From an optimization exercise on the open Yosys and OpenROAD flow, aimed at small area and a short achievable clock period; shortcuts taken in it are not production practice. In this exercise RTL edits were held to simulation tests only and were not proved equivalent to the original. Power and IR drop assume default switching activity.

### flow/run.sh
#!/bin/bash
# synth_recipe.tcl (not shown) runs the flow's synth.tcl, then flattens the netlist and writes it again
# the make line also repeats each setting of config.mk as NAME=value (left out here)
make -C /OpenROAD-flow-scripts/flow DESIGN_CONFIG=/design/flow/config.mk WORK_HOME=/design/flow/orfs CLKGATE_MAP_FILE= SYNTH_SCRIPT=/design/flow/synth_recipe.tcl finish
### flow/config.mk
export PLATFORM = sky130hd
export DESIGN_NAME = arm_dp_top
export DESIGN_NICKNAME = arm_dp_top
export VERILOG_FILES = /design/flow/design.v
export SDC_FILE = /design/flow/constraint.sdc
export NUM_CORES = 4
export LEC_CHECK = 0
export CAP_MARGIN = 20
export CORE_MARGIN = 2
export CORE_UTILIZATION = 40
export SETUP_SLACK_MARGIN = 0.4
export SLEW_MARGIN = 20
### flow/constraint.sdc
create_clock -name core_clock -period 8.0 [get_ports {clk}]
set_input_delay 1.6000 -clock core_clock [delete_from_list [all_inputs] [get_ports {clk}]]
set_output_delay 1.6000 -clock core_clock [all_outputs]
set_load 0.01 [all_outputs]
### flow/design.v
`timescale 1ns/1ps
module barrel_shift (
    input  logic [32-1:0]    value,
    input  logic [1:0]                 sh_type,
    input  logic [5-1:0] shamt,
    output logic [32-1:0]    shifted
);
    logic       lsl, lsr, asr;
    logic [4:0] r;
    logic [31:0] t;       
    logic [31:0] keep, fill;
    logic [31:0] s0, s1, s2, s3, s4;
    assign lsl = (sh_type == 2'b00);
    assign lsr = (sh_type == 2'b01);
    assign asr = (sh_type == 2'b10);
    assign r   = lsl ? (5'd0 - shamt) : shamt;
    assign s0 = r[0] ? {value[0],    value[31:1]}  : value;
    assign s1 = r[1] ? {s0[1:0],     s0[31:2]}     : s0;
    assign s2 = r[2] ? {s1[3:0],     s1[31:4]}     : s1;
    assign s3 = r[3] ? {s2[7:0],     s2[31:8]}     : s2;
    assign s4 = r[4] ? {s3[15:0],    s3[31:16]}    : s3;
    always_comb begin
        for (int j = 0; j < 32; j++) t[j] = (shamt > j[4:0]);
        for (int i = 0; i < 32; i++) begin
            keep[i] = !((lsl && t[i]) || ((lsr || asr) && t[31-i]));
            fill[i] = asr && t[31-i];
        end
    end
    assign shifted = (s4 & keep) | (fill & {32{value[31]}});
endmodule
`timescale 1ns/1ps
module decode_stage (
    input  logic                       clk,
    input  logic                       reset,
    input  logic                       instr_valid,
    input  logic [32-1:0]    instr,
    output logic [4-1:0]  rn_addr,
    output logic [4-1:0]  rm_addr,
    input  logic [32-1:0]    rn_val,
    input  logic [32-1:0]    rm_val,
    input  logic                       ex_writes,
    input  logic [4-1:0]  ex_rd,
    output logic                       dx_valid,
    output logic                       dx_writes,
    output logic                       dx_setf,
    output logic                       dx_arith,
    output logic                       dx_sub,
    output logic [1:0]                 dx_lop,
    output logic [3:0]                 dx_cond,
    output logic [4-1:0]  dx_rd,
    output logic [32-1:0]    dx_a,
    output logic [32-1:0]    dx_b,
    output logic                       dx_fwd_a,
    output logic                       dx_fwd_b,
    output logic [1:0]                 dx_kind,
    output logic [5-1:0] dx_shamt
);
    logic [3:0] op;
    logic       known, writes, setf, arith, sub;
    logic [1:0] lop;
    assign op = instr[24:21];
    always_comb begin
        known  = 1'b1;
        writes = 1'b1;
        arith  = 1'b0;
        sub    = 1'b0;
        lop    = 2'b00;
        case (op)
            4'b0000: lop = 2'b00;
            4'b0001: lop = 2'b01;
            4'b1100: lop = 2'b10;
            4'b1101: lop = 2'b11;
            4'b0100: arith = 1'b1;
            4'b0010: begin arith = 1'b1; sub = 1'b1; end
            4'b1010: begin arith = 1'b1; sub = 1'b1; writes = 1'b0; end
            default: begin known = 1'b0; writes = 1'b0; end
        endcase
        setf = (op == 4'b1010) | instr[20];
    end
    logic        v1_q;
    logic        writes1_q, setf1_q, arith1_q, sub1_q, imm1_q;
    logic [1:0]  lop1_q;
    logic [3:0]  cond1_q, rn1_q, rd1_q;
    logic [11:0] op2_q;
    always_ff @(posedge clk or posedge reset) begin
        if (reset) v1_q <= 1'b0;
        else       v1_q <= instr_valid & known & (instr[31:28] != 4'b1111);
    end
    always_ff @(posedge clk) begin
        writes1_q <= writes;
        setf1_q   <= setf;
        arith1_q  <= arith;
        sub1_q    <= sub;
        lop1_q    <= lop;
        imm1_q    <= instr[25];
        cond1_q   <= instr[31:28];
        rn1_q     <= instr[19:16];
        rd1_q     <= instr[15:12];
        op2_q     <= instr[11:0];
    end
    assign rn_addr = rn1_q;
    assign rm_addr = op2_q[3:0];
    logic [4:0] shamt;
    assign shamt = imm1_q ? 5'd0 : op2_q[11:7];
    always_ff @(posedge clk or posedge reset) begin
        if (reset) dx_valid <= 1'b0;
        else       dx_valid <= v1_q;
    end
    always_ff @(posedge clk) begin
        dx_writes <= writes1_q;
        dx_setf   <= setf1_q;
        dx_arith  <= arith1_q;
        dx_sub    <= sub1_q;
        dx_lop    <= lop1_q;
        dx_cond   <= cond1_q;
        dx_rd     <= rd1_q;
        dx_a      <= rn_val;
        dx_b      <= imm1_q ? {{(32-8){1'b0}}, op2_q[7:0]} : rm_val;
        dx_fwd_a  <= ex_writes & (ex_rd == rn1_q);
        dx_fwd_b  <= ex_writes & (ex_rd == op2_q[3:0]) & !imm1_q;
        dx_kind   <= op2_q[6:5];
        dx_shamt  <= shamt;
    end
endmodule
`timescale 1ns/1ps
module execute_stage (
    input  logic                       clk,
    input  logic                       reset,
    input  logic                       dx_valid,
    input  logic                       dx_writes,
    input  logic                       dx_setf,
    input  logic                       dx_arith,
    input  logic                       dx_sub,
    input  logic [1:0]                 dx_lop,
    input  logic [3:0]                 dx_cond,
    input  logic [4-1:0]  dx_rd,
    input  logic [32-1:0]    dx_a,
    input  logic [32-1:0]    dx_b,
    input  logic                       dx_fwd_a,
    input  logic                       dx_fwd_b,
    input  logic [1:0]                 dx_kind,
    input  logic [5-1:0] dx_shamt,
    input  logic [32-1:0]    wr_data,
    output logic                       ex_writes,
    output logic [4-1:0]  ex_rd,
    output logic                       res_valid,
    output logic [4-1:0]  res_addr,
    output logic [32-1:0]    res_data,
    output logic [3:0]                 flags
);
    logic [31:0] op_a, op_b_reg, op_b, bx, logic_res, result;
    logic [33:0] sum;
    logic        pass, z_arith, z_logic, n_f, z_f, c_f, v_f;
    logic [31:0] zt;
    assign op_a     = dx_fwd_a ? wr_data : dx_a;
    assign op_b_reg = dx_fwd_b ? wr_data : dx_b;
    barrel_shift barrel_shift_i (
        .value   (op_b_reg),
        .sh_type (dx_kind),
        .shamt   (dx_shamt),
        .shifted (op_b)
    );
    assign bx  = op_b ^ {32{dx_sub}};
    assign sum = {1'b0, op_a, 1'b1} + {1'b0, bx, dx_sub};
    always_comb begin
        case (dx_lop)
            2'b00: logic_res = op_a & op_b;
            2'b01: logic_res = op_a ^ op_b;
            2'b10: logic_res = op_a | op_b;
            default: logic_res = op_b;
        endcase
    end
    assign result = dx_arith ? sum[32:1] : logic_res;
    assign zt      = {op_a[30:0] | bx[30:0], dx_sub};
    assign z_arith = ((op_a ^ bx) == zt);
    assign z_logic = (logic_res == 32'd0);
    assign n_f = result[31];
    assign z_f = dx_arith ? z_arith : z_logic;
    assign c_f = dx_arith ? sum[33] : flags[1];
    assign v_f = dx_arith ? ((op_a[31] == bx[31]) && (sum[32] != op_a[31])) : flags[0];
    always_comb begin
        case (dx_cond)
            4'b0000: pass = flags[2];
            4'b0001: pass = !flags[2];
            4'b0010: pass = flags[1];
            4'b0011: pass = !flags[1];
            4'b0100: pass = flags[3];
            4'b0101: pass = !flags[3];
            4'b0110: pass = flags[0];
            4'b0111: pass = !flags[0];
            4'b1000: pass = flags[1] && !flags[2];
            4'b1001: pass = !flags[1] || flags[2];
            4'b1010: pass = (flags[3] == flags[0]);
            4'b1011: pass = (flags[3] != flags[0]);
            4'b1100: pass = !flags[2] && (flags[3] == flags[0]);
            4'b1101: pass = flags[2] || (flags[3] != flags[0]);
            default: pass = 1'b1;
        endcase
    end
    always_ff @(posedge clk or posedge reset) begin
        if (reset) begin
            flags <= '0;
        end else if (dx_valid && pass && dx_setf) begin
            flags <= {n_f, z_f, c_f, v_f};
        end
    end
    assign res_valid = dx_valid && pass && dx_writes;
    assign res_addr  = dx_rd;
    assign res_data  = result;
    assign ex_writes = res_valid;
    assign ex_rd     = dx_rd;
endmodule
`timescale 1ns/1ps
module result_stage (
    input  logic                       clk,
    input  logic                       reset,
    input  logic                       res_valid,
    input  logic [4-1:0]  res_addr,
    input  logic [32-1:0]    res_data,
    output logic                       wr_valid,
    output logic [4-1:0]  wr_addr,
    output logic [32-1:0]    wr_data
);
    always_ff @(posedge clk or posedge reset) begin
        if (reset) wr_valid <= 1'b0;
        else       wr_valid <= res_valid;
    end
    always_ff @(posedge clk) begin
        wr_addr <= res_addr;
        wr_data <= res_data;
    end
endmodule
`timescale 1ns/1ps
module reg_file (
    input  logic                       clk,
    input  logic                       reset,
    input  logic                       wr_valid,
    input  logic [4-1:0]  wr_addr,
    input  logic [32-1:0]    wr_data,
    input  logic [4-1:0]  rn_addr,
    input  logic [4-1:0]  rm_addr,
    output logic [32-1:0]    rn_val,
    output logic [32-1:0]    rm_val
);
    localparam int NUM_REGS = 1 << 4;
    logic [NUM_REGS-1:0][32-1:0] regs;
    logic [NUM_REGS-1:0]                   written;
    logic [NUM_REGS-1:0]                   we;
    always_comb begin
        for (int i = 0; i < NUM_REGS; i++)
            we[i] = wr_valid && (wr_addr == i[4-1:0]);
    end
    always_ff @(posedge clk or posedge reset) begin
        if (reset) written <= '0;
        else       written <= written | we;
    end
    for (genvar i = 0; i < NUM_REGS; i++) begin : g_reg
        always_ff @(posedge clk) begin
            if (we[i]) regs[i] <= wr_data;
        end
    end
    logic                wt_n, wt_m;
    logic [NUM_REGS-1:0] sel_n, sel_m;
    assign wt_n = wr_valid && (wr_addr == rn_addr);
    assign wt_m = wr_valid && (wr_addr == rm_addr);
    always_comb begin
        for (int i = 0; i < NUM_REGS; i++) begin
            sel_n[i] = !wt_n && written[i] && (rn_addr == i[4-1:0]);
            sel_m[i] = !wt_m && written[i] && (rm_addr == i[4-1:0]);
        end
        rn_val = {32{wt_n}} & wr_data;
        rm_val = {32{wt_m}} & wr_data;
        for (int i = 0; i < NUM_REGS; i++) begin
            rn_val = rn_val | ({32{sel_n[i]}} & regs[i]);
            rm_val = rm_val | ({32{sel_m[i]}} & regs[i]);
        end
    end
endmodule
`timescale 1ns/1ps
module arm_dp_top (
    input  logic                      clk,
    input  logic                      reset,
    input  logic                      instr_valid,
    input  logic [32-1:0]   instr,
    output logic                      wb_valid,
    output logic [4-1:0] wb_addr,
    output logic [32-1:0]   wb_data,
    output logic [3:0]                flags
);
    logic [4-1:0] rn_addr, rm_addr;
    logic [32-1:0]   rn_val, rm_val;
    logic                       dx_valid, dx_writes, dx_setf, dx_arith, dx_sub;
    logic [1:0]                 dx_lop;
    logic [3:0]                 dx_cond;
    logic [4-1:0]  dx_rd;
    logic [32-1:0]    dx_a, dx_b;
    logic                       dx_fwd_a, dx_fwd_b;
    logic [1:0]                 dx_kind;
    logic [5-1:0] dx_shamt;
    logic                       ex_writes;
    logic [4-1:0]  ex_rd;
    logic                       res_valid;
    logic [4-1:0]  res_addr;
    logic [32-1:0]    res_data;
    decode_stage decode_stage_i (
        .clk(clk), .reset(reset),
        .instr_valid(instr_valid), .instr(instr),
        .rn_addr(rn_addr), .rm_addr(rm_addr), .rn_val(rn_val), .rm_val(rm_val),
        .ex_writes(ex_writes), .ex_rd(ex_rd),
        .dx_valid(dx_valid), .dx_writes(dx_writes), .dx_setf(dx_setf),
        .dx_arith(dx_arith), .dx_sub(dx_sub), .dx_lop(dx_lop), .dx_cond(dx_cond),
        .dx_rd(dx_rd), .dx_a(dx_a), .dx_b(dx_b), .dx_fwd_a(dx_fwd_a), .dx_fwd_b(dx_fwd_b),
        .dx_kind(dx_kind), .dx_shamt(dx_shamt)
    );
    execute_stage execute_stage_i (
        .clk(clk), .reset(reset),
        .dx_valid(dx_valid), .dx_writes(dx_writes), .dx_setf(dx_setf),
        .dx_arith(dx_arith), .dx_sub(dx_sub), .dx_lop(dx_lop), .dx_cond(dx_cond),
        .dx_rd(dx_rd), .dx_a(dx_a), .dx_b(dx_b), .dx_fwd_a(dx_fwd_a), .dx_fwd_b(dx_fwd_b),
        .dx_kind(dx_kind), .dx_shamt(dx_shamt),
        .wr_data(wb_data),
        .ex_writes(ex_writes), .ex_rd(ex_rd),
        .res_valid(res_valid), .res_addr(res_addr), .res_data(res_data),
        .flags(flags)
    );
    result_stage result_stage_i (
        .clk(clk), .reset(reset),
        .res_valid(res_valid), .res_addr(res_addr), .res_data(res_data),
        .wr_valid(wb_valid), .wr_addr(wb_addr), .wr_data(wb_data)
    );
    reg_file reg_file_i (
        .clk(clk), .reset(reset),
        .wr_valid(wb_valid), .wr_addr(wb_addr), .wr_data(wb_data),
        .rn_addr(rn_addr), .rm_addr(rm_addr), .rn_val(rn_val), .rm_val(rm_val)
    );
endmodule
==> summary.txt, run 1 <==
post-route DRC violation count=0; RSZ-0062 raised after global routing=false; hpwl dp=between 70 and 80 mm; gr usage total=between 30 and 40%; r2r setup slk=around 0.9 ns; GPL Wtd Cong=approximately 0.94; critical setup path kind=register to register; dominant cell type by area after synthesis=edfxtp_1; vias in the first global route=~27000; total number of vias=28200; initial antenna violation count=5; max incr delay on CP=approximately 0.74 ns; post-CTS setup buffer count=0; Final ANT Viol Nets=0; TritonCTS Buffers=75; Endpoint, Worst Hold=decode_stage_i.dx_cond[3]$_DFF_P_; Arr. time, crit path=~7.6 ns; placed insts=4000; routed vias/inst=roughly 7; setup_tns=0 ns; initial DRC count=around 5300; Sink Count=roughly 700; top cell type's share of synthesized area=43.5%; Final Net Count=3080; clock transition at the registers of the reported paths=around 0.060 ns; Internal=between 6000 and 7000 µW; first-pass GRT wire length=about 200 mm; Synth Flop Type=edfxtp_1; post-synthesis instance total=between 2000 and 3000; FP Rows=approximately 110; #FFs+latches synth=around 690; skew final=around 0.037 ns; Worst Max-Slew Pin Slew=1.18 ns; most frequent cells after synthesis=edfxtp_1 (512), a22oi_1 (305), clkbuf_1 (182); Clock Latency Late Sink=0.67 ns; power per cell area=between 200 and 250 mW/mm²; count of pins over their slew limit=0; synthesized area per cell=~12 µm²; CP cell instances=inv_1 > ha_1 > mux2i_4 > mux2_2 > mux2i_1 > mux2i_1 > nor2_1 > a2111oi_0 > a21o_1 > xor2_1 > ha_1 > and4_1 > and2_1 > a221oi_1 > buf_4 > o21ba_2 > o311ai_1 > a2111oi_0 > o31ai_1 > nor2_1 > xnor2_1 > mux2_2; die width=about 300 µm; pin count of the biggest net entering global routing=between 50 and 60; Max IR drop VDD=between 0.2 and 0.25 mV; CP max FO=23; number of I/O pins=76; Combinational Power Share=around 14%; P_sw=about 2400 µW; Clock Path Buffers=3; DR pass1 iterations=7; sequential power share=46.6%; Post-synth EDFFs=a little over 500; most common cell in the synthesized netlist=edfxtp_1; total of max-cap violations=0; post_cts resized=0; Yosys cell types=between 80 and 90; post-route minimum period=around 7.1 ns; CTS tree=yes; CTS Hold Bufs=0; final cell count without fillers=around 4100; Die Y=about 300 µm; diodes inserted=0; worst hold path type=register to register; status=complete, no violations; Overflow after GRT=0; crit start category=register; Hold Path Stages=0; yosys warns=5; r2r worst-path depth=22; Req. time, crit path=8.53 ns; Die ar.=0.0907 mm²; Initial Utilization=40.2%; Fmax=between 100 and 150 MHz; Post-synth ARST share=between 3 and 4%; P_leak=about 0.014 µW; mapped cell area=around 0.035 mm²; Hold WS=roughly 0.33 ns; Setup violations, final=0; RR Endpoint=result_stage_i.wr_data[30]$_DFF_P_; clock power share=between 30% and 40%; area grow syn2layout=13.0%; RR Startpoint=decode_stage_i.dx_shamt[1]$_SDFF_PP0_; synth top area cells=edfxtp_1 (44%), dfxtp_1 (8.7%), a22oi_1 (6.5%); clock tree root driver cell=clkbuf_16; final wirelength=140 mm; fin crit share=around nine tenths; H-tree depth=3; CORE AREA=a little under 0.09 mm²; Worst Hold Launch=decode_stage_i.cond1_q[3]$_DFF_P_; PortBufs=between 70 and 80; Hold Violations, Final=0; Sw Share=between 20% and 30%; CP max-delay cell=a2111oi_0; crit end category=register; post-synthesis sequential area ratio=a little over half; share of cells above drive strength 1=between 10% and 20%; post-synthesis net count=slightly above 3000; Slew headroom=20.8%; Routed wire per std cell=around 34 µm
-- registers in the layout, indices dropped and copies added (netlist names), 2 cells and up --
register,cells
decode_stage_i.dx_b,32
decode_stage_i.dx_lop,2
decode_stage_i.lop1_q,2
decode_stage_i.cond1_q,4
result_stage_i.wr_addr,4
decode_stage_i.op2_q,12
decode_stage_i.rd1_q,4
reg_file_i.regs,512
execute_stage_i.flags,4
decode_stage_i.dx_rd,4
decode_stage_i.dx_kind,2
reg_file_i.written,16
decode_stage_i.dx_a,32
decode_stage_i.dx_shamt,5
decode_stage_i.dx_cond,4
result_stage_i.wr_data,32
decode_stage_i.rn1_q,4
-- worst max-delay path, delay by kind of cell (launching register included) --
kind | cells | cell delay, ns
simple gates | 4 | 0.67
mux | 5 | 1.76
fa+ha+maj | 2 | 0.70
compound gates | 7 | 2.61
xor+xnor | 2 | 0.31
flops | 1 | 0.57
buf+inv | 2 | 0.37
-- cell usage in the layout, fill, tap and decap left out, types with 55 or more instances in the layout --
cell type          n
a221oi_1         113
xor2_1            55
edfxtp_1         512
clkbuf_16         75
a22oi_1          305
nor2_1            94
o21ai_0           62
buf_4             97
ha_1             133
a21oi_1           59
clkdlybuf4s50_1   73
mux2i_1          114
a222oi_1          65
nand2_1          117
dfxtp_1          147
a22o_1            85
inv_1            142
-- layer usage --
layer,wire length (µm),global-route usage [%]
met1,51900,39.2
met2,60500,45.4
met3,18500,8.15
met4,8990,17.5
met5,0,0
-- power groups by stage --
stage | sequential [µW] | combinational, µW | clock (µW)
floorplan | 4150 | 719 | 0
global placement | 4160 | 1190 | 0
detailed placement | 4160 | 1210 | 0
CTS | 4090 | 1220 | 3480
global route | 4100 | 1330 | 3620
finish | 4100 | 1250 | 3450
-- area by class of cell --
| cell class | instances | area (µm²) |
|---|---|---|
| Fill cell | 7818 | 48000 |
| Sequential cell | 689 | 19000 |
| Multi-Input combinational cell | 1833 | 15000 |
| Clock buffer | 102 | 2030 |
| Timing Repair Buffer | 170 | 1460 |
| Tap cell | 1165 | 1460 |
| Inverter | 143 | 537 |
| Clock inverter | 37 | 412 |
-- cells by family (layout without fill, tap and decap cells) --
family                   count (synthesis)  after routing  synth area share (%)
AO/OA/AOI/OAI                          845            845                  18.4
flip-flops                             689            689                  53.9
AND/OR/NAND/NOR                        536            536                  8.02
buffers and inverters                  374            452                  4.17
multiplexers                           215            215                  8.09
adder cells (fa/ha/maj)                133            133                  4.71
XOR/XNOR                               104            104                  2.71
-- worst max path at each step --
stage / startpoint / end / cells past startpoint
floorplan: decode_stage_i.dx_shamt[0]$_SDFF_PP0_ / result_stage_i.wr_data[30]$_DFF_P_ / 24
global placement: decode_stage_i.dx_shamt[1]$_SDFF_PP0_ / result_stage_i.wr_data[30]$_DFF_P_ / 22
detailed placement: decode_stage_i.dx_shamt[1]$_SDFF_PP0_ / result_stage_i.wr_data[30]$_DFF_P_ / 22
CTS: decode_stage_i.dx_shamt[1]$_SDFF_PP0_ / result_stage_i.wr_data[30]$_DFF_P_ / 22
global route: decode_stage_i.dx_shamt[1]$_SDFF_PP0_ / result_stage_i.wr_data[30]$_DFF_P_ / 22
finish: decode_stage_i.dx_shamt[1]$_SDFF_PP0_ / result_stage_i.wr_data[30]$_DFF_P_ / 22
-- per-stage QoR --
| step | worst slack [ns] | util [%] | area, µm² | total power, µW |
|---|---|---|---|---|
| 2_1_floorplan | 1.71 | - | 35300 | 4870 |
| 3_3_place_gp | 1.22 | 42.6 | 37500 | 5350 |
| 3_5_place_dp | 1.12 | 42.6 | 37500 | 5380 |
| 4_1_cts | 1.06 | 45.4 | 39900 | 8790 |
| 5_1_grt | 0.608 | 45.4 | 39900 | 9060 |
| 6_report | 0.887 | 45.4 | 39900 | 8800 |
==> run 2: changes to the inputs <==
--- a/flow/design.v
+++ b/flow/design.v
@@ -5,2 +5,3 @@
     input  logic [5-1:0] shamt,
+    input  logic [5-1:0] rot,
     output logic [32-1:0]    shifted
@@ -8,3 +9,2 @@
     logic       lsl, lsr, asr;
-    logic [4:0] r;
     logic [31:0] t;       
@@ -15,8 +15,7 @@
     assign asr = (sh_type == 2'b10);
-    assign r   = lsl ? (5'd0 - shamt) : shamt;
-    assign s0 = r[0] ? {value[0],    value[31:1]}  : value;
-    assign s1 = r[1] ? {s0[1:0],     s0[31:2]}     : s0;
-    assign s2 = r[2] ? {s1[3:0],     s1[31:4]}     : s1;
-    assign s3 = r[3] ? {s2[7:0],     s2[31:8]}     : s2;
-    assign s4 = r[4] ? {s3[15:0],    s3[31:16]}    : s3;
+    assign s0 = rot[0] ? {value[0],    value[31:1]}  : value;
+    assign s1 = rot[1] ? {s0[1:0],     s0[31:2]}     : s0;
+    assign s2 = rot[2] ? {s1[3:0],     s1[31:4]}     : s1;
+    assign s3 = rot[3] ? {s2[7:0],     s2[31:8]}     : s2;
+    assign s4 = rot[4] ? {s3[15:0],    s3[31:16]}    : s3;
     always_comb begin
@@ -36,4 +35,2 @@
     input  logic [32-1:0]    instr,
-    output logic [4-1:0]  rn_addr,
-    output logic [4-1:0]  rm_addr,
     input  logic [32-1:0]    rn_val,
@@ -55,3 +52,4 @@
     output logic [1:0]                 dx_kind,
-    output logic [5-1:0] dx_shamt
+    output logic [5-1:0] dx_shamt,
+    output logic [5-1:0] dx_rot
 );
@@ -100,6 +98,5 @@
     end
-    assign rn_addr = rn1_q;
-    assign rm_addr = op2_q[3:0];
-    logic [4:0] shamt;
+    logic [4:0] shamt, rot;
     assign shamt = imm1_q ? 5'd0 : op2_q[11:7];
+    assign rot   = (op2_q[6:5] == 2'b00) ? (5'd0 - shamt) : shamt;
     always_ff @(posedge clk or posedge reset) begin
@@ -122,2 +119,3 @@
         dx_shamt  <= shamt;
+        dx_rot    <= rot;
     end
@@ -142,2 +140,3 @@
     input  logic [5-1:0] dx_shamt,
+    input  logic [5-1:0] dx_rot,
     input  logic [32-1:0]    wr_data,
@@ -160,2 +159,3 @@
         .shamt   (dx_shamt),
+        .rot     (dx_rot),
         .shifted (op_b)
@@ -239,4 +239,6 @@
     input  logic [32-1:0]    wr_data,
-    input  logic [4-1:0]  rn_addr,
-    input  logic [4-1:0]  rm_addr,
+    input  logic                       ex_valid,
+    input  logic [4-1:0]  ex_addr,
+    input  logic [4-1:0]  rn_addr_d,
+    input  logic [4-1:0]  rm_addr_d,
     output logic [32-1:0]    rn_val,
@@ -246,4 +248,6 @@
     logic [NUM_REGS-1:0][32-1:0] regs;
-    logic [NUM_REGS-1:0]                   written;
+    logic [NUM_REGS-1:0]                   written, written_d;
     logic [NUM_REGS-1:0]                   we;
+    logic [NUM_REGS-1:0]                   sel_n, sel_m;
+    logic                                  wt_n, wt_m, wt_n_d, wt_m_d;
     always_comb begin
@@ -252,5 +256,6 @@
     end
+    assign written_d = written | we;
     always_ff @(posedge clk or posedge reset) begin
         if (reset) written <= '0;
-        else       written <= written | we;
+        else       written <= written_d;
     end
@@ -261,11 +266,13 @@
     end
-    logic                wt_n, wt_m;
-    logic [NUM_REGS-1:0] sel_n, sel_m;
-    assign wt_n = wr_valid && (wr_addr == rn_addr);
-    assign wt_m = wr_valid && (wr_addr == rm_addr);
-    always_comb begin
+    assign wt_n_d = ex_valid && (ex_addr == rn_addr_d);
+    assign wt_m_d = ex_valid && (ex_addr == rm_addr_d);
+    always_ff @(posedge clk) begin
+        wt_n <= wt_n_d;
+        wt_m <= wt_m_d;
         for (int i = 0; i < NUM_REGS; i++) begin
-            sel_n[i] = !wt_n && written[i] && (rn_addr == i[4-1:0]);
-            sel_m[i] = !wt_m && written[i] && (rm_addr == i[4-1:0]);
+            sel_n[i] <= !wt_n_d && written_d[i] && (rn_addr_d == i[4-1:0]);
+            sel_m[i] <= !wt_m_d && written_d[i] && (rm_addr_d == i[4-1:0]);
         end
+    end
+    always_comb begin
         rn_val = {32{wt_n}} & wr_data;
@@ -289,3 +296,2 @@
 );
-    logic [4-1:0] rn_addr, rm_addr;
     logic [32-1:0]   rn_val, rm_val;
@@ -298,3 +304,3 @@
     logic [1:0]                 dx_kind;
-    logic [5-1:0] dx_shamt;
+    logic [5-1:0] dx_shamt, dx_rot;
     logic                       ex_writes;
@@ -307,3 +313,3 @@
         .instr_valid(instr_valid), .instr(instr),
-        .rn_addr(rn_addr), .rm_addr(rm_addr), .rn_val(rn_val), .rm_val(rm_val),
+        .rn_val(rn_val), .rm_val(rm_val),
         .ex_writes(ex_writes), .ex_rd(ex_rd),
@@ -312,3 +318,3 @@
         .dx_rd(dx_rd), .dx_a(dx_a), .dx_b(dx_b), .dx_fwd_a(dx_fwd_a), .dx_fwd_b(dx_fwd_b),
-        .dx_kind(dx_kind), .dx_shamt(dx_shamt)
+        .dx_kind(dx_kind), .dx_shamt(dx_shamt), .dx_rot(dx_rot)
     );
@@ -319,3 +325,3 @@
         .dx_rd(dx_rd), .dx_a(dx_a), .dx_b(dx_b), .dx_fwd_a(dx_fwd_a), .dx_fwd_b(dx_fwd_b),
-        .dx_kind(dx_kind), .dx_shamt(dx_shamt),
+        .dx_kind(dx_kind), .dx_shamt(dx_shamt), .dx_rot(dx_rot),
         .wr_data(wb_data),
@@ -333,3 +339,4 @@
         .wr_valid(wb_valid), .wr_addr(wb_addr), .wr_data(wb_data),
-        .rn_addr(rn_addr), .rm_addr(rm_addr), .rn_val(rn_val), .rm_val(rm_val)
+        .ex_valid(res_valid), .ex_addr(res_addr),
+        .rn_addr_d(instr[19:16]), .rm_addr_d(instr[3:0]), .rn_val(rn_val), .rm_val(rm_val)
     );
--- a/flow/config.mk
+++ b/flow/config.mk
@@ -10,3 +10,3 @@
 export CORE_UTILIZATION = 40
-export SETUP_SLACK_MARGIN = 0.4
+export SETUP_SLACK_MARGIN = 3.0
 export SLEW_MARGIN = 20
==> summary.txt, run 2 <==
critical setup path kind=register to register; skew final=0.0445 ns (+0.00797 ns); worst hold path type=register to register; CTS tree=yes; mux cell area share after synthesis=9.06% (+0.97 points); GPL Wtd Cong=0.978 (+4.5%); Fill cells=7684 (-1.7%); routed vias/inst=6.79 (-0.45%); area grow syn2layout=18.3%; most common cell in the synthesized netlist=edfxtp_1; critical path depth=25 (+14%); Initial Utilization=40.5% (+0.35 points); CTS Hold Bufs=0 (unchanged); total of max-cap violations=0 (unchanged); synth top area cells=edfxtp_1 (43%), dfxtp_1 (11%), a22oi_1 (8.8%); first-pass GRT wire length=200 mm (+1.5%); post-synthesis sequential area ratio=55.0% (+1.2 points); initial antenna violation count=1 (-4); status=complete, no violations; post-synthesis xor/xnor area fraction=2.61% (-0.10 points); Synth Flop Type=edfxtp_1; main combinational cell family by area after synthesis=compound AO/OA/AOI/OAI gates; Worst Setup SP=decode_stage_i.dx_fwd_b$_DFF_P_; dominant cell type by area after synthesis=edfxtp_1; RR Startpoint=decode_stage_i.dx_fwd_b$_DFF_P_; yosys warns=5 (unchanged); share of cells above drive strength 1=19.3% (+6.2 points); post-synthesis adder-cell area fraction=4.52% (-0.19 points); Clock Path Buffers=3 (unchanged); final cell count without fillers=4277 (+3.3%); count of pins over their slew limit=0 (unchanged); Die Y=304 µm (+0.89%); Max IR drop VDD=0.163 mV (-19%); final wirelength=142 mm (+1.3%); buffer and inverter count on the worst path=8 (+6); total number of vias=29100 (+2.9%); r2r worst-path depth=25 (+14%); crit start category=register; crit end category=register; post-synthesis instance total=2918 (+0.76%); clock tree root driver cell=clkbuf_16; DR pass1 iterations=10 (+3); CP max-delay cell=mux4_2; pin count of the biggest net entering global routing=49 (-14%); Req. time, crit path=8.52 ns (about the same); commonest non-fill, non-tap cell in the layout=edfxtp_1; PortBufs=73 (unchanged); Slew headroom=27.6% (+6.8 points); Routed wire per std cell=33.1 µm (-2.0%); Post-synth ARST share=3.16% (-0.17 points); max incr delay on CP=0.56 ns (-0.18 ns); TritonCTS Buffers=81 (+8.0%); Largest Register=reg_file_i.regs; Final Net Count=3210 (+4.2%); RR Endpoint=result_stage_i.wr_data[22]$_DFF_P_; vias in the first global route=28600 (+4.0%); CP max FO=6 (-74%); most frequent cells after synthesis=edfxtp_1 (512), a22oi_1 (423), dfxtp_1 (192); Die ar.=0.0924 mm² (+1.8%); top cell family by delay on the critical path=multiplexers; Arr. time, crit path=5.79 ns (-1.85 ns); setup_tns=0 ns (unchanged); top cell type's share of synthesized area=42.7% (-0.78 points); clock transition at the registers of the reported paths=0.06 ns (about the same); fin area=0.0425 mm² (+6.5%); post-route minimum period=5.26 ns (-1.85 ns); number of I/O pins=76 (unchanged); diodes inserted=0 (unchanged); P_leak=0.0164 µW (+14%); Final ANT Viol Nets=0 (unchanged); #FFs+latches synth=727 (+5.5%); Worst Max-Slew Pin Slew=1.08 ns (-0.0999 ns); multi-input logic area=0.0157 mm² (+4.8%); Storage cell area=0.0199 mm² (+4.3%); Post-synth EDFFs=512 (unchanged); synthesized area per cell=12.3 µm² (+1.0%); CORE AREA=0.0888 mm² (+0.93%); RSZ-0062 raised after global routing=true; Setup violations, final=0 (unchanged); die width=304 µm (+0.89%); Fmax=190 MHz (+35%); Hold Violations, Final=0 (unchanged); max reg flops=512 (unchanged); post-synthesis net count=3083 (+0.62%); Synth Area in Simple Gates=7.92% (-0.10 points); fin crit share=65.8% (-23 points); initial DRC count=5288 (+0.057%); FP Rows=109 (unchanged); Synth Area in Compound Gates=16.9% (-1.5 points); CP endpoint=result_stage_i.wr_data[22]$_DFF_P_; gr usage total=29.6% (-0.58 points); post-route DRC violation count=0 (unchanged); r2r setup slk=2.74 ns (+1.85 ns); H-tree depth=3 (unchanged); Overflow after GRT=0 (unchanged); mapped cell area=0.0360 mm² (+1.8%); Clock Latency Late Sink=0.66 ns (about the same); commonest cells after routing, fill and taps aside=edfxtp_1 (512), a22oi_1 (420), inv_1 (168); Sink Count=727 (+5.5%); Yosys cell types=78 (-11%); placed insts=4054 (+1.4%); hpwl dp=78.6 mm (-0.82%); placed cell area=0.0383 mm² (+2.1%); power per cell area=210 mW/mm² (-4.6%)
[run 2: per-stage QoR]
step	total power (µW)	setup WS [ns]	util (%)	hold WS [ns]
6_report	8950	2.74	47.9	0.326
3_3_place_gp	5070	1.33	43.1	0.311
4_1_cts	8930	2.90	47.4	0.325
2_1_floorplan	4740	2.99	-	0.310
3_5_place_dp	5090	1.38	43.1	0.313
5_1_grt	9190	2.63	47.9	0.331
[run 2: repair_timing]
item                       4_1_cts  5_1_grt
gates resized for setup        126       64
gates cloned                     2        0
setup endpoints to repair       31       24
setup buffers                   51       20
pin swaps                       44       52
[run 2: cell families after synthesis]
family	after synthesis
xor gates and xnor gates	107
muxes	196
DFF	727
and+or+nand+nor	568
AOI/OAI and AO/OA	820
buffers and inverters	370
adders and majority gates	130
[run 2: worst min-delay path by stage]
stage,from,to,slack (ns),depth (start not counted)
after floorplan,decode_stage_i.arith1_q$_DFF_P_,decode_stage_i.dx_arith$_DFF_P_,0.31,0
after global placement,decode_stage_i.rd1_q[2]$_DFF_P_,decode_stage_i.dx_rd[2]$_DFF_P_,0.31,0
after detailed placement,decode_stage_i.cond1_q[3]$_DFF_P_,decode_stage_i.dx_cond[3]$_DFF_P_,0.31,0
after CTS,decode_stage_i.cond1_q[0]$_DFF_P_,decode_stage_i.dx_cond[0]$_DFF_P_,0.33,0
after global routing,decode_stage_i.lop1_q[0]$_DFF_P_,decode_stage_i.dx_lop[0]$_DFF_P_,0.33,0
final,decode_stage_i.cond1_q[0]$_DFF_P_,decode_stage_i.dx_cond[0]$_DFF_P_,0.33,0
[run 2: area by class of cell]
class / instances / area share (%)
Clock buffer: 116 / 5.48
Clock inverter: 34 / 0.982
Inverter: 176 / 1.56
Multi-Input combinational cell: 1821 / 36.9
Sequential cell: 727 / 46.7
Tap cell: 1165 / 3.43
Timing Repair Buffer: 238 / 4.93
[run 2: per-layer routing]
layer / track usage, % / part of all wire (%)
met5: 0.620 / 0.032
met4: 15.4 / 6.1
met3: 7.83 / 14
met2: 45.5 / 43
met1: 38.4 / 36
[run 2: worst register-to-register path: cells and delay by family, from the launching register on]
family	cells	cell delay, ns
AO/OA/AOI/OAI	9	1.45
XOR/XNOR	2	0.25
flip-flops	1	0.43
multiplexers	4	1.55
adder cells (fa/ha/maj)	1	0.33
buffers and inverters	8	1.06
AND/OR/NAND/NOR	1	0.08
[run 2: power by group]
group | internal [µW] | total, µW | leakage (µW) | switching (µW)
sequential | 4110 | 4200 | 0.00760 | 90.3
combinational | 364 | 942 | 0.00745 | 578
clock | 2240 | 3810 | 0.00134 | 1570
==> run 3: changes to the inputs <==
--- a/flow/config.mk
+++ b/flow/config.mk
@@ -9,3 +9,3 @@
 export CORE_MARGIN = 2
-export CORE_UTILIZATION = 40
+export CORE_UTILIZATION = 60
 export SETUP_SLACK_MARGIN = 3.0
==> summary.txt, run 3 <==
status=complete, no violations; Initial Utilization=60.8% (+20 points); Hold Violations, Final=0 (unchanged); skew final=0.0323 ns (-0.0122 ns); share of cells above drive strength 1=20.1% (+0.75 points); worst hold path type=register to register; Yosys cell types=78 (unchanged); critical setup path kind=register to register; Fill cells=4029 (-48%); Die ar.=0.0619 mm² (-33%); hpwl dp=76.9 mm (-2.1%); Storage cell area=0.0199 mm² (about the same); most frequent cells after synthesis=edfxtp_1 (512), a22oi_1 (423), dfxtp_1 (192); dominant cell type by area after synthesis=edfxtp_1; clock tree root driver cell=clkbuf_16; Fmax=185 MHz (-2.4%); Sink Count=727 (unchanged); number of I/O pins=76 (unchanged); post-synthesis sequential area ratio=55.0% (unchanged); CP max-delay cell=mux4_2; total power=8690 µW (-2.9%); CORE AREA=0.0591 mm² (-33%); Crit path top cell by count=a21o_1; Max IR drop VDD=0.240 mV (+47%); max reg flops=512 (unchanged); Post-synth EDFFs=512 (unchanged); crit start category=register; Worst Setup SP=decode_stage_i.dx_fwd_b$_DFF_P_; M2 GR Usage=66.6% (+21 points); first-pass GRT wire length=193 mm (-3.4%); H-tree depth=3 (unchanged); post-route DRC violation count=0 (unchanged); gr usage total=43.1% (+14 points); CTS tree=yes; Routed wire per std cell=35.1 µm (+6.1%); CP max FO=6 (unchanged); total number of vias=29200 (+0.65%); Arr. time, crit path=5.89 ns (+0.10 ns); #FFs+latches synth=727 (unchanged); post-synthesis net count=3083 (unchanged); Largest Register=reg_file_i.regs; Die Y=249 µm (-18%); RR Startpoint=decode_stage_i.dx_fwd_b$_DFF_P_; Worst Hold Launch=decode_stage_i.writes1_q$_DFF_P_; top cell type's share of synthesized area=42.7% (unchanged); PortBufs=73 (unchanged); commonest cells after routing, fill and taps aside=edfxtp_1 (512), a22oi_1 (420), inv_1 (168); count of pins over their slew limit=0 (unchanged); mapped cell area=0.0360 mm² (unchanged); die width=249 µm (-18%); CP cell instances=buf_12 > buf_12 > buf_16 > mux4_2 > mux4_2 > mux2i_4 > nand2_2 > a32oi_4 > xnor2_2 > ha_1 > a21o_1 > a21o_1 > a21o_1 > a21o_1 > a21o_1 > a2111oi_4 > buf_4 > o41ai_4 > a2111oi_4 > nand4b_1 > nand2_1; GR met3 Demand/Resource=12.3% (+4.4 points); Final ANT Viol Nets=0 (unchanged); Setup violations, final=0 (unchanged); Slew headroom=9.54% (-18 points); Synth Flop Type=edfxtp_1; FP Rows=89 (-18%); routed vias/inst=7.52 (+11%); most common cell in the synthesized netlist=edfxtp_1; area grow syn2layout=17.0%; met1 usage=53.1% (+15 points); DR pass1 iterations=8 (-2); post-synthesis instance total=2918 (unchanged); most used routing layer=met2; clock transition at the registers of the reported paths=0.07 ns (about the same); setup_tns=0 ns (unchanged); fin crit share=67.4% (+1.6 points); RSZ-0062 raised after global routing=true; post-route minimum period=5.39 ns (+0.131 ns); synthesized area per cell=12.3 µm² (unchanged); initial antenna violation count=2 (+1); multi-input logic area=0.0158 mm² (+0.78%); commonest non-fill, non-tap cell in the layout=edfxtp_1; final wirelength=137 mm (-3.5%); TritonCTS Buffers=72 (-11%); GPL Wtd Cong=1.02 (+4.2%); yosys warns=5 (unchanged); vias in the first global route=28400 (-0.78%); Clock Path Buffers=3 (unchanged); synth top area cells=edfxtp_1 (43%), dfxtp_1 (11%), a22oi_1 (8.8%); max incr delay on CP=0.56 ns (about the same); pin count of the biggest net entering global routing=43 (-12%); total of max-cap violations=0 (unchanged); Req. time, crit path=8.50 ns (-0.02 ns); crit end category=register; P_leak=0.0164 µW (about the same); power per cell area=206 mW/mm² (-1.8%); Post-synth ARST share=3.16% (unchanged); Overflow after GRT=0 (unchanged); initial DRC count=5270 (-0.34%); Final Net Count=3220 (+0.31%); Worst Max-Slew Pin Slew=1.36 ns (+0.272 ns); Clock Latency Late Sink=0.63 ns (-0.03 ns)
run 3: cell counts after synthesis:
Identical to the previous run, type by type.
run 3: power by group:
group | switching, µW | total [µW] | internal, µW | leakage, µW
Sequential | 116 | 4220 | 4100 | 0.00760
Clock | 1500 | 3520 | 2020 | 0.00119
Combinational | 569 | 948 | 380 | 0.00761
Total | 2190 | 8690 | 6500 | 0.0164
run 3: final timing paths:
check	endpoint	slack, ns	cells after the start
setup reg to reg	execute_stage_i.flags[1]$_DFFE_PP0P_	2.61	21
hold / removal	decode_stage_i.dx_writes$_DFF_P_	0.32	0
min in group asynchronous	result_stage_i.wr_valid$_DFF_PP0_	1.36	3
setup / recovery	execute_stage_i.flags[1]$_DFFE_PP0P_	2.61	21
hold reg to reg	decode_stage_i.dx_writes$_DFF_P_	0.32	0
max in group asynchronous	reg_file_i.written[13]$_DFF_PP0_	6.33	3
run 3: stage by stage:
step	hold slack [ns]	cells	util, %	setup WS, ns	cell area, µm²
3_5_place_dp	0.314	3651	63.8	1.22	37700
2_1_floorplan	0.310	2918	-	2.99	36000
4_1_cts	0.325	3859	70.3	2.75	41600
6_report	0.323	3889	71.2	2.61	42100
5_1_grt	0.328	3888	71.2	2.53	42100
3_3_place_gp	0.312	3650	63.7	1.33	37700
run 3: metal layers:
metal / vias to the layer above / wire length [µm]
met2: 2714 / 61000
met4: 4 / 10900
li1: 11800 / -
met1: 14000 / 45100
met3: 742 / 19700
met5: - / 34
run 3: area by class of cell:
cell class / count / share of cell area, %
Sequential cell: 727 / 47.2
Inverter: 176 / 1.58
Multi-Input combinational cell: 1821 / 37.6
Timing Repair Buffer: 257 / 5.50
Tap cell: 773 / 2.30
Antenna cell: 1 / 0.00594
Clock buffer: 88 / 4.62
Clock inverter: 46 / 1.21
run 3: cell families (layout without fill, tap and decap cells):
family                     count (synthesis)  in the layout  synth area share (%)
and+or+nand+nor                          568            568                  7.92
AOI/OAI and AO/OA                        820            820                  16.9
DFF                                      727            727                  55.0
xor gates and xnor gates                 107            107                  2.61
muxes                                    196            196                  9.06
buffers and inverters                    370            567                  3.98
other                                      0              1                     0
adders and majority gates                130            130                  4.52
run 3: timing repair:
action,in CTS,in global routing
gates cloned,2,0
buffers inserted,72,29
endpoints found under the setup margin,32,28
pin swaps,57,43
hold buffers,0,0
resized for setup,152,68
run 3: worst max-delay path, delay by kind of cell (launching register included):
| family | cells | cell delay, ns |
|---|---|---|
| buffers and inverters | 4 | 0.54 |
| and+or+nand+nor | 3 | 0.32 |
| muxes | 3 | 1.33 |
| AOI/OAI and AO/OA | 9 | 2.21 |
| adders and majority gates | 1 | 0.33 |
| xor gates and xnor gates | 1 | 0.13 |
| DFF | 1 | 0.42 |
==> run 4: changes to the inputs <==
--- a/flow/design.v
+++ b/flow/design.v
@@ -35,3 +35,2 @@
     input  logic [32-1:0]    instr,
-    input  logic [32-1:0]    rn_val,
     input  logic [32-1:0]    rm_val,
@@ -39,2 +38,3 @@
     input  logic [4-1:0]  ex_rd,
+    output logic [4-1:0]  rn_addr,
     output logic                       dx_valid,
@@ -47,5 +47,3 @@
     output logic [4-1:0]  dx_rd,
-    output logic [32-1:0]    dx_a,
     output logic [32-1:0]    dx_b,
-    output logic                       dx_fwd_a,
     output logic                       dx_fwd_b,
@@ -98,2 +96,3 @@
     end
+    assign rn_addr = rn1_q;
     logic [4:0] shamt, rot;
@@ -113,5 +112,3 @@
         dx_rd     <= rd1_q;
-        dx_a      <= rn_val;
         dx_b      <= imm1_q ? {{(32-8){1'b0}}, op2_q[7:0]} : rm_val;
-        dx_fwd_a  <= ex_writes & (ex_rd == rn1_q);
         dx_fwd_b  <= ex_writes & (ex_rd == op2_q[3:0]) & !imm1_q;
@@ -134,5 +131,4 @@
     input  logic [4-1:0]  dx_rd,
-    input  logic [32-1:0]    dx_a,
+    input  logic [32-1:0]    rn_val,
     input  logic [32-1:0]    dx_b,
-    input  logic                       dx_fwd_a,
     input  logic                       dx_fwd_b,
@@ -153,3 +149,3 @@
     logic [31:0] zt;
-    assign op_a     = dx_fwd_a ? wr_data : dx_a;
+    assign op_a     = rn_val;
     assign op_b_reg = dx_fwd_b ? wr_data : dx_b;
@@ -301,4 +297,5 @@
     logic [4-1:0]  dx_rd;
-    logic [32-1:0]    dx_a, dx_b;
-    logic                       dx_fwd_a, dx_fwd_b;
+    logic [32-1:0]    dx_b;
+    logic                       dx_fwd_b;
+    logic [4-1:0]  rn_addr;
     logic [1:0]                 dx_kind;
@@ -313,3 +310,3 @@
         .instr_valid(instr_valid), .instr(instr),
-        .rn_val(rn_val), .rm_val(rm_val),
+        .rm_val(rm_val), .rn_addr(rn_addr),
         .ex_writes(ex_writes), .ex_rd(ex_rd),
@@ -317,3 +314,3 @@
         .dx_arith(dx_arith), .dx_sub(dx_sub), .dx_lop(dx_lop), .dx_cond(dx_cond),
-        .dx_rd(dx_rd), .dx_a(dx_a), .dx_b(dx_b), .dx_fwd_a(dx_fwd_a), .dx_fwd_b(dx_fwd_b),
+        .dx_rd(dx_rd), .dx_b(dx_b), .dx_fwd_b(dx_fwd_b),
         .dx_kind(dx_kind), .dx_shamt(dx_shamt), .dx_rot(dx_rot)
@@ -324,3 +321,3 @@
         .dx_arith(dx_arith), .dx_sub(dx_sub), .dx_lop(dx_lop), .dx_cond(dx_cond),
-        .dx_rd(dx_rd), .dx_a(dx_a), .dx_b(dx_b), .dx_fwd_a(dx_fwd_a), .dx_fwd_b(dx_fwd_b),
+        .dx_rd(dx_rd), .rn_val(rn_val), .dx_b(dx_b), .dx_fwd_b(dx_fwd_b),
         .dx_kind(dx_kind), .dx_shamt(dx_shamt), .dx_rot(dx_rot),
@@ -340,3 +337,3 @@
         .ex_valid(res_valid), .ex_addr(res_addr),
-        .rn_addr_d(instr[19:16]), .rm_addr_d(instr[3:0]), .rn_val(rn_val), .rm_val(rm_val)
+        .rn_addr_d(rn_addr), .rm_addr_d(instr[3:0]), .rn_val(rn_val), .rm_val(rm_val)
     );
--- a/flow/config.mk
+++ b/flow/config.mk
@@ -9,4 +9,4 @@
 export CORE_MARGIN = 2
-export CORE_UTILIZATION = 60
-export SETUP_SLACK_MARGIN = 3.0
+export CORE_UTILIZATION = 40
+export SETUP_SLACK_MARGIN = 4.0
 export SLEW_MARGIN = 20
==> summary.txt, run 4 <==
crit start category=register; DR WL met2=61.3 mm (+0.57%); Fill cells=7745 (+92%); DR pass1 iterations=9 (+1); total of max-cap violations=0 (unchanged); max reg flops=512 (unchanged); Die Y=303 µm (+22%); FP Rows=109 (+22%); #FFs+latches synth=694 (-4.5%); CTS tree=yes; fin crit share=65.7% (-1.7 points); Fmax=190 MHz (+2.6%); r2r worst-path depth=21 (unchanged); hpwl dp=80.5 mm (+4.7%); Worst Max-Slew Pin Slew=1.08 ns (-0.280 ns); H-tree depth=3 (unchanged); CP cell instances=buf_12 > buf_6 > mux4_2 > buf_6 > mux4_2 > mux2_4 > a311oi_4 > buf_6 > xnor2_4 > ha_4 > nand2_1 > o21ai_2 > a31oi_4 > o211ai_1 > a21oi_2 > buf_6 > a311oi_4 > nor2_2 > o31a_1 > xnor2_1 > mux2_4; first-pass GRT wire length=202 mm (+4.2%); Final Net Count=3197 (-0.71%); skew final=0.0623 ns (+0.0300 ns); CORE AREA=0.0884 mm² (+49%); buffer and inverter count on the worst path=5 (+1); dominant cell type by area after synthesis=edfxtp_1; GPL Wtd Cong=0.941 (-7.6%); post-synthesis instance total=2890 (-0.96%); commonest cells after routing, fill and taps aside=edfxtp_1 (512), a22oi_1 (398), buf_4 (168); initial DRC count=5026 (-4.6%); routed wl met3=21.8 mm (+11%); power per cell area=218 mW/mm² (+5.7%); Post-synth EDFFs=512 (unchanged); Worst Hold Launch=decode_stage_i.cond1_q[3]$_DFF_P_; Clock Latency Late Sink=0.66 ns (+0.03 ns); share of cells above drive strength 1=21.7% (+1.7 points); Yosys cell types=86 (+10%); CP max FO=8 (+2); initial antenna violation count=1 (-1); vias in the first global route=28200 (-0.39%); Routed wire per std cell=33.9 µm (-3.6%); Arr. time, crit path=5.79 ns (-0.10 ns); max incr delay on CP=0.57 ns (about the same); die width=303 µm (+22%); Slew headroom=28.1% (+19 points); placed insts=4010 (+9.8%); P_leak=0.0152 µW (-7.1%); fin area=0.0422 mm² (+0.18%); RSZ-0062 raised after global routing=true; critical setup path kind=register to register; mux cell area share after synthesis=10.0% (+0.98 points); final wirelength=144 mm (+5.5%); Setup violations, final=0 (unchanged); yosys warns=5 (unchanged); Final ANT Viol Nets=0 (unchanged); number of I/O pins=76 (unchanged); Largest Register=reg_file_i.regs; routed vias/inst=6.84 (-9.1%); top cell type's share of synthesized area=43.1% (+0.33 points); TritonCTS Buffers=72 (unchanged); status=complete, no violations; Max IR drop VDD=0.221 mV (-8.0%); area grow syn2layout=18.1%; Hold Path Stages=0 (unchanged); most common cell in the synthesized netlist=edfxtp_1; top cell family by delay on the critical path=multiplexers; Largest regs=reg_file_i.regs (512), decode_stage_i.dx_b (32), result_stage_i.wr_data (32); Storage cell area=0.0192 mm² (-3.2%); Initial Utilization=40.4% (-20 points); Worst Setup SP=decode_stage_i.dx_fwd_b$_DFF_P_; worst hold path type=register to register; Sink Count=694 (-4.5%); post-route DRC violation count=0 (unchanged); Die ar.=0.0916 mm² (+48%); gr usage total=30.8% (-12 points); clock transition at the registers of the reported paths=0.06 ns (about the same); clock tree root driver cell=clkbuf_16; critical path depth=21 (unchanged); post-route minimum period=5.26 ns (-0.138 ns); wl on met1=52.1 mm (+16%); count of pins over their slew limit=0 (unchanged); Highest Signal Layer=met4; Final Util=47.7% (-23 points); CP max-delay cell=mux4_2; multi-input logic area=0.0160 mm² (+1.3%); most frequent cells after synthesis=edfxtp_1 (512), a22oi_1 (401), clkbuf_1 (164); RR Startpoint=decode_stage_i.dx_fwd_b$_DFF_P_; placed cell area=0.0379 mm² (+0.64%); post-synthesis sequential area ratio=53.6% (-1.4 points); main combinational cell family by area after synthesis=compound AO/OA/AOI/OAI gates; final cell count without fillers=4256 (+9.4%); mapped cell area=0.0357 mm² (-0.77%); post-synthesis xor/xnor area fraction=2.55% (-0.053 points); Post-synth ARST share=3.31% (+0.15 points); Req. time, crit path=8.54 ns (+0.04 ns); Overflow after GRT=0 (unchanged); PortBufs=73 (unchanged); setup slack after placement=1.88 ns (+0.664 ns); crit end category=register; setup slack after layout=2.74 ns (+0.138 ns); pin count of the biggest net entering global routing=47 (+9.3%); post-synthesis adder-cell area fraction=4.56% (+0.035 points); commonest non-fill, non-tap cell in the layout=edfxtp_1; setup_tns=0 ns (unchanged); synthesized area per cell=12.4 µm² (+0.19%); Synth Area in Compound Gates=17.5% (+0.56 points); Clock Path Buffers=3 (unchanged); CTS Hold Bufs=0 (unchanged); synth top area cells=edfxtp_1 (43%), dfxtp_1 (8.9%), a22oi_1 (8.4%); total number of vias=29100 (-0.53%); Synth Area in Simple Gates=7.76% (-0.16 points); Hold Violations, Final=0 (unchanged); Synth Flop Type=edfxtp_1; Crit path top cell by count=buf_6; post-synthesis net count=3055 (-0.91%)
## run 4: changes by cell type in the layout (fill, tap and decap cells not counted), moves of 8 or more
cell | before | now
a22oi_1 | 420 | 398
mux4_2 | 96 | 108
mux2_4 | 9 | 18
o21ai_0 | 46 | 22
o21ai_2 | 5 | 14
inv_1 | 168 | 157
a22o_1 | 19 | 30
mux2_2 | 16 | 24
xor2_1 | 35 | 49
dfxtp_1 | 145 | 106
xnor2_1 | 64 | 48
## run 4: path summary, 6_finish.rpt
path / slack (ns) / end
setup / recovery: 2.74 / result_stage_i.wr_data[28]$_DFF_P_
hold / removal: 0.28 / decode_stage_i.dx_cond[3]$_DFF_P_
setup reg to reg: 2.74 / result_stage_i.wr_data[28]$_DFF_P_
hold reg to reg: 0.28 / decode_stage_i.dx_cond[3]$_DFF_P_
max in group asynchronous: 6.28 / reg_file_i.written[4]$_DFF_PP0_
min in group asynchronous: 1.37 / execute_stage_i.flags[0]$_DFFE_PP0P_
## run 4: timing repair
item,in CTS,in global routing
setup buffers,82,26
gates cloned,4,1
setup endpoints to repair,38,32
gates resized for setup,146,66
pin swaps,40,40
## run 4: cell type report
class	instances	area share, %
inverters	163	1.49
multi-input cells	1832	38.0
repair buffers	268	5.82
flip-flops and latches	694	45.6
repair inverters	1	0.0208
clock inverters	42	1.03
clock buffers	90	4.57
well taps	1165	3.46
diodes	1	0.00593
## run 4: worst reg2reg max path: stages, from the launching register on
cell and delay (ns):
dfxtp_4 0.43, buf_12 0.16, buf_6 0.10, mux4_2 0.57, buf_6 0.16, mux4_2 0.49
mux2_4 0.32, a311oi_4 0.27, buf_6 0.17, xnor2_4 0.08, ha_4 0.36, nand2_1 0.12
o21ai_2 0.23, a31oi_4 0.07, o211ai_1 0.29, a21oi_2 0.11, buf_6 0.14, a311oi_4 0.27
nor2_2 0.08, o31a_1 0.29, xnor2_1 0.16, mux2_4 0.28
## run 4: cells by family after synthesis
family	count (synthesis)
AOI/OAI and AO/OA	829
xor gates and xnor gates	104
adders and majority gates	130
buffers and inverters	364
DFF	694
muxes	211
and+or+nand+nor	558
## run 4: per-layer routing
layer,vias to the layer above,global-route usage [%]
met5,-,0
met2,2530,45.4
met3,592,10.6
met4,0,16.0
li1,11800,-
met1,14200,40.0
## run 4: stage by stage
stage	power (µW)	hold slack [ns]
after global routing	9460	0.291
after floorplan	5050	0.310
after detailed placement	5620	0.314
after global placement	5580	0.311
after CTS	9110	0.280
final	9200	0.284
## run 4: power by group
group | switching, µW | internal (µW) | total, µW
Sequential | 145 | 4010 | 4160
Clock | 1500 | 1900 | 3400
Combinational | 981 | 661 | 1640
Total | 2630 | 6580 | 9200
==> run 5: changes to the inputs <==
--- a/flow/config.mk
+++ b/flow/config.mk
@@ -10,3 +10,5 @@
 export CORE_UTILIZATION = 40
-export SETUP_SLACK_MARGIN = 4.0
+export CTS_CLUSTER_DIAMETER = 120
+export CTS_CLUSTER_SIZE = 30
+export SETUP_SLACK_MARGIN = 3.0
 export SLEW_MARGIN = 20
==> summary.txt, run 5 <==
status=complete, no violations; CP cell instances=buf_4 > buf_12 > buf_16 > mux2i_1 > mux4_2 > mux4_2 > nand2_1 > o21ai_0 > a221o_1 > nand2_2 > xor2_2 > ha_1 > a21o_1 > a21o_1 > a21o_1 > a21o_1 > a21oi_2 > o21ai_2 > a221o_1 > a21oi_4 > xor2_1 > mux2i_2; r2r setup slk=2.75 ns (about the same); power per cell area=189 mW/mm² (-13%); die width=303 µm (unchanged); setup slack after placement=1.78 ns (-0.106 ns); Hold Violations, Final=0 (unchanged); Clock Latency Late Sink=0.70 ns (+0.04 ns); commonest cells after routing, fill and taps aside=edfxtp_1 (512), a22oi_1 (399), inv_1 (157); CTS tree=yes; yosys warns=5 (unchanged); CP max-delay cell=mux4_2; RR Startpoint=decode_stage_i.dx_rot[2]$_DFF_P_; dominant cell type by area after synthesis=edfxtp_1; Initial Utilization=40.4% (unchanged); Worst Setup SP=decode_stage_i.dx_rot[2]$_DFF_P_; post-synthesis sequential area ratio=53.6% (unchanged); clock tree root driver cell=clkbuf_16; Clock Path Buffers=3 (unchanged); Overflow after GRT=0 (unchanged); total power=7600 µW (-17%); hpwl dp=82.3 mm (+2.2%); synth top area cells=edfxtp_1 (43%), dfxtp_1 (8.9%), a22oi_1 (8.4%); Final ANT Viol Nets=0 (unchanged); top cell type's share of synthesized area=43.1% (unchanged); gr usage total=30.1% (-0.69 points); worst hold path type=register to register; max reg flops=512 (unchanged); H-tree depth=1 (-2); r2r worst-path depth=22 (+4.8%); P_leak=0.0143 µW (-6.1%); share of cells above drive strength 1=17.3% (-4.4 points); number of I/O pins=76 (unchanged); initial antenna violation count=2 (+1); clock transition at the registers of the reported paths=0.12 ns (+0.06 ns); Die Y=303 µm (unchanged); area grow syn2layout=12.4%; total number of vias=28800 (-1.0%); commonest non-fill, non-tap cell in the layout=edfxtp_1; RSZ-0062 raised after global routing=true; initial DRC count=5404 (+7.5%); CORE AREA=0.0884 mm² (unchanged); count of pins over their slew limit=0 (unchanged); Final Net Count=3121 (-2.4%); routed vias/inst=6.95 (+1.6%); PortBufs=73 (unchanged); DR pass1 iterations=10 (+1); Post-synth ARST share=3.31% (unchanged); critical path depth=22 (+4.8%); CP endpoint=result_stage_i.wr_data[29]$_DFF_P_; Req. time, crit path=8.49 ns (-0.05 ns); Arr. time, crit path=5.74 ns (-0.05 ns); Hold Path Stages=0 (unchanged); TritonCTS Buffers=28 (-61%); Slew headroom=15.0% (-13 points); setup_tns=0 ns (unchanged); post-route minimum period=5.25 ns (-0.0103 ns); Largest Register=reg_file_i.regs; post-synthesis instance total=2890 (unchanged); first-pass GRT wire length=198 mm (-1.7%); most common cell in the synthesized netlist=edfxtp_1; RR Endpoint=result_stage_i.wr_data[29]$_DFF_P_; pin count of the biggest net entering global routing=47 (unchanged); setup slack after layout=2.75 ns (+0.0103 ns); synthesized area per cell=12.4 µm² (unchanged); mapped cell area=0.0357 mm² (unchanged); Fill cells=7867 (+1.6%); GPL Wtd Cong=0.972 (+3.3%); vias in the first global route=27500 (-2.7%); FP Rows=109 (unchanged); post-synthesis net count=3055 (unchanged); Fmax=191 MHz (+0.20%); crit end category=register; Storage cell area=0.0192 mm² (about the same); final wirelength=142 mm (-1.6%); Largest regs=reg_file_i.regs (512), decode_stage_i.dx_b (32), result_stage_i.wr_data (32); critical setup path kind=register to register; Yosys cell types=86 (unchanged); most frequent cells after synthesis=edfxtp_1 (512), a22oi_1 (401), clkbuf_1 (164); #FFs+latches synth=694 (unchanged); top cell family by delay on the critical path=compound AO/OA/AOI/OAI gates; fin crit share=65.6% (-0.13 points); Sink Count=694 (unchanged); Worst Max-Slew Pin Slew=1.27 ns (+0.197 ns); CP max FO=23 (+15); multi-input logic area=0.0157 mm² (-1.9%); Routed wire per std cell=34.3 µm (+1.1%); Setup violations, final=0 (unchanged); crit start category=register; Synth Flop Type=edfxtp_1; total of max-cap violations=0 (unchanged); Crit path top cell by count=a21o_1; skew final=0.0801 ns (+0.0178 ns); Die ar.=0.0916 mm² (unchanged); Post-synth EDFFs=512 (unchanged); max incr delay on CP=0.57 ns (about the same); buffer and inverter count on the worst path=3 (-2); post-route DRC violation count=0 (unchanged); Max IR drop VDD=0.202 mV (-8.4%)
run 5: where the power goes:
part,total [µW],switching (µW),internal (µW)
registers,4160,153,4010
logic,1590,961,625
clock network,1850,1160,690
total,7600,2270,5320
run 5: layer usage:
layer | track usage (%) | wire length [µm] | share of wire [%] | vias to the layer above
met3 | 9.80 | 21700 | 15 | 538
li1 | - | - | - | 11500
met1 | 39.8 | 51500 | 36 | 14100
met2 | 45.4 | 61000 | 43 | 2578
met5 | 0.259 | 0 | 0 | -
met4 | 12.6 | 7870 | 5.5 | 0
run 5: layout make-up:
cell class / instances / share of cell area [%]
antenna: 1 / 0.00623
clock buffer: 46 / 1.91
inverter: 163 / 1.53
multi-input combinational: 1832 / 39.2
clock inverter: 6 / 0.256
timing repair buffer: 237 / 5.62
sequential: 694 / 47.9
tap: 1165 / 3.63
run 5: cell families (layout without fill, tap and decap cells):
logic type	count (synthesis)	after routing	synth area share [%]
buffers and inverters	364	452	4.04
muxes	211	211	10.0
other	0	1	0
xor gates and xnor gates	104	104	2.55
adders and majority gates	130	130	4.56
DFF	694	694	53.6
AOI/OAI and AO/OA	829	829	17.5
and+or+nand+nor	558	558	7.76
run 5: worst min-delay path by stage:
stage / from / end / slack [ns]
final: decode_stage_i.lop1_q[0]$_DFF_P_ / decode_stage_i.dx_lop[0]$_DFF_P_ / 0.34
after global routing: decode_stage_i.lop1_q[0]$_DFF_P_ / decode_stage_i.dx_lop[0]$_DFF_P_ / 0.35
after CTS: decode_stage_i.cond1_q[0]$_DFF_P_ / decode_stage_i.dx_cond[0]$_DFF_P_ / 0.34
after detailed placement: decode_stage_i.cond1_q[0]$_DFF_P_ / decode_stage_i.dx_cond[0]$_DFF_P_ / 0.31
after global placement: decode_stage_i.rd1_q[2]$_DFF_P_ / decode_stage_i.dx_rd[2]$_DFF_P_ / 0.31
after floorplan: decode_stage_i.arith1_q$_DFF_P_ / decode_stage_i.dx_arith$_DFF_P_ / 0.31
run 5: stage by stage:
step | util, % | cell area (µm²) | hold WS [ns] | cells
final | 45.4 | 40100 | 0.337 | 4144
after global routing | 45.4 | 40100 | 0.348 | 4143
after CTS | 45.1 | 39800 | 0.339 | 4122
after detailed placement | 42.9 | 37900 | 0.312 | 4013
after global placement | 42.9 | 37900 | 0.311 | 4013
after floorplan | - | 35800 | 0.310 | 2890
run 5: worst reg2reg max path, cell delays in order, from the launching register on:
cell and delay, ns:
dfxtp_4 0.38, buf_4 0.14, buf_12 0.14, buf_16 0.17
mux2i_1 0.16, mux4_2 0.57, mux4_2 0.52, nand2_1 0.09
o21ai_0 0.10, a221o_1 0.34, nand2_2 0.13, xor2_2 0.17
ha_1 0.27, a21o_1 0.24, a21o_1 0.20, a21o_1 0.20
a21o_1 0.19, a21oi_2 0.15, o21ai_2 0.10, a221o_1 0.37
a21oi_4 0.13, xor2_1 0.19, mux2i_2 0.13
run 5: what timing repair did:
action                                  in CTS  in global routing
hold buffers                                 0                  0
buffers inserted                            53                 21
endpoints found under the setup margin      31                 23
pin swaps                                   47                 29
resized for setup                          116                 37
gates cloned                                 4                  0

port drivers added, routing unchanged:
Ports are ideal in the flow. The routed layouts listed here were re-timed in OpenROAD. Step 1: set_driving_cell puts a clkbuf_16 on clk and a buf_2 on each other input, an assumption about the parent block. Step 2 also shifts input and output timing later by t, the mid clock arrival at the registers, as if the neighbouring blocks saw the same clock. Three values: no drivers, after step 1, after step 2; two values: the first two.
run	shift t [ns]	setup WS [ns]	worst setup path at the end	latest minus earliest clock arrival (ns)	worst data-port slew with drivers (ns)
run 1	0.715	0.887 / 0.887 / 0.887	register to register	0.038 / 0.038	0.05
run 2	0.714	2.737 / 2.737 / 2.737	register to register	0.050 / 0.050	0.05
run 3	0.675	2.606 / 2.606 / 2.606	register to register	0.032 / 0.033	0.04
run 4	0.696	2.744 / 2.744 / 2.744	register to register	0.062 / 0.062	0.04
run 5	0.734	2.755 / 2.755 / 2.755	register to register	0.081 / 0.081	0.04
After both steps setup and hold are still met in every run listed.
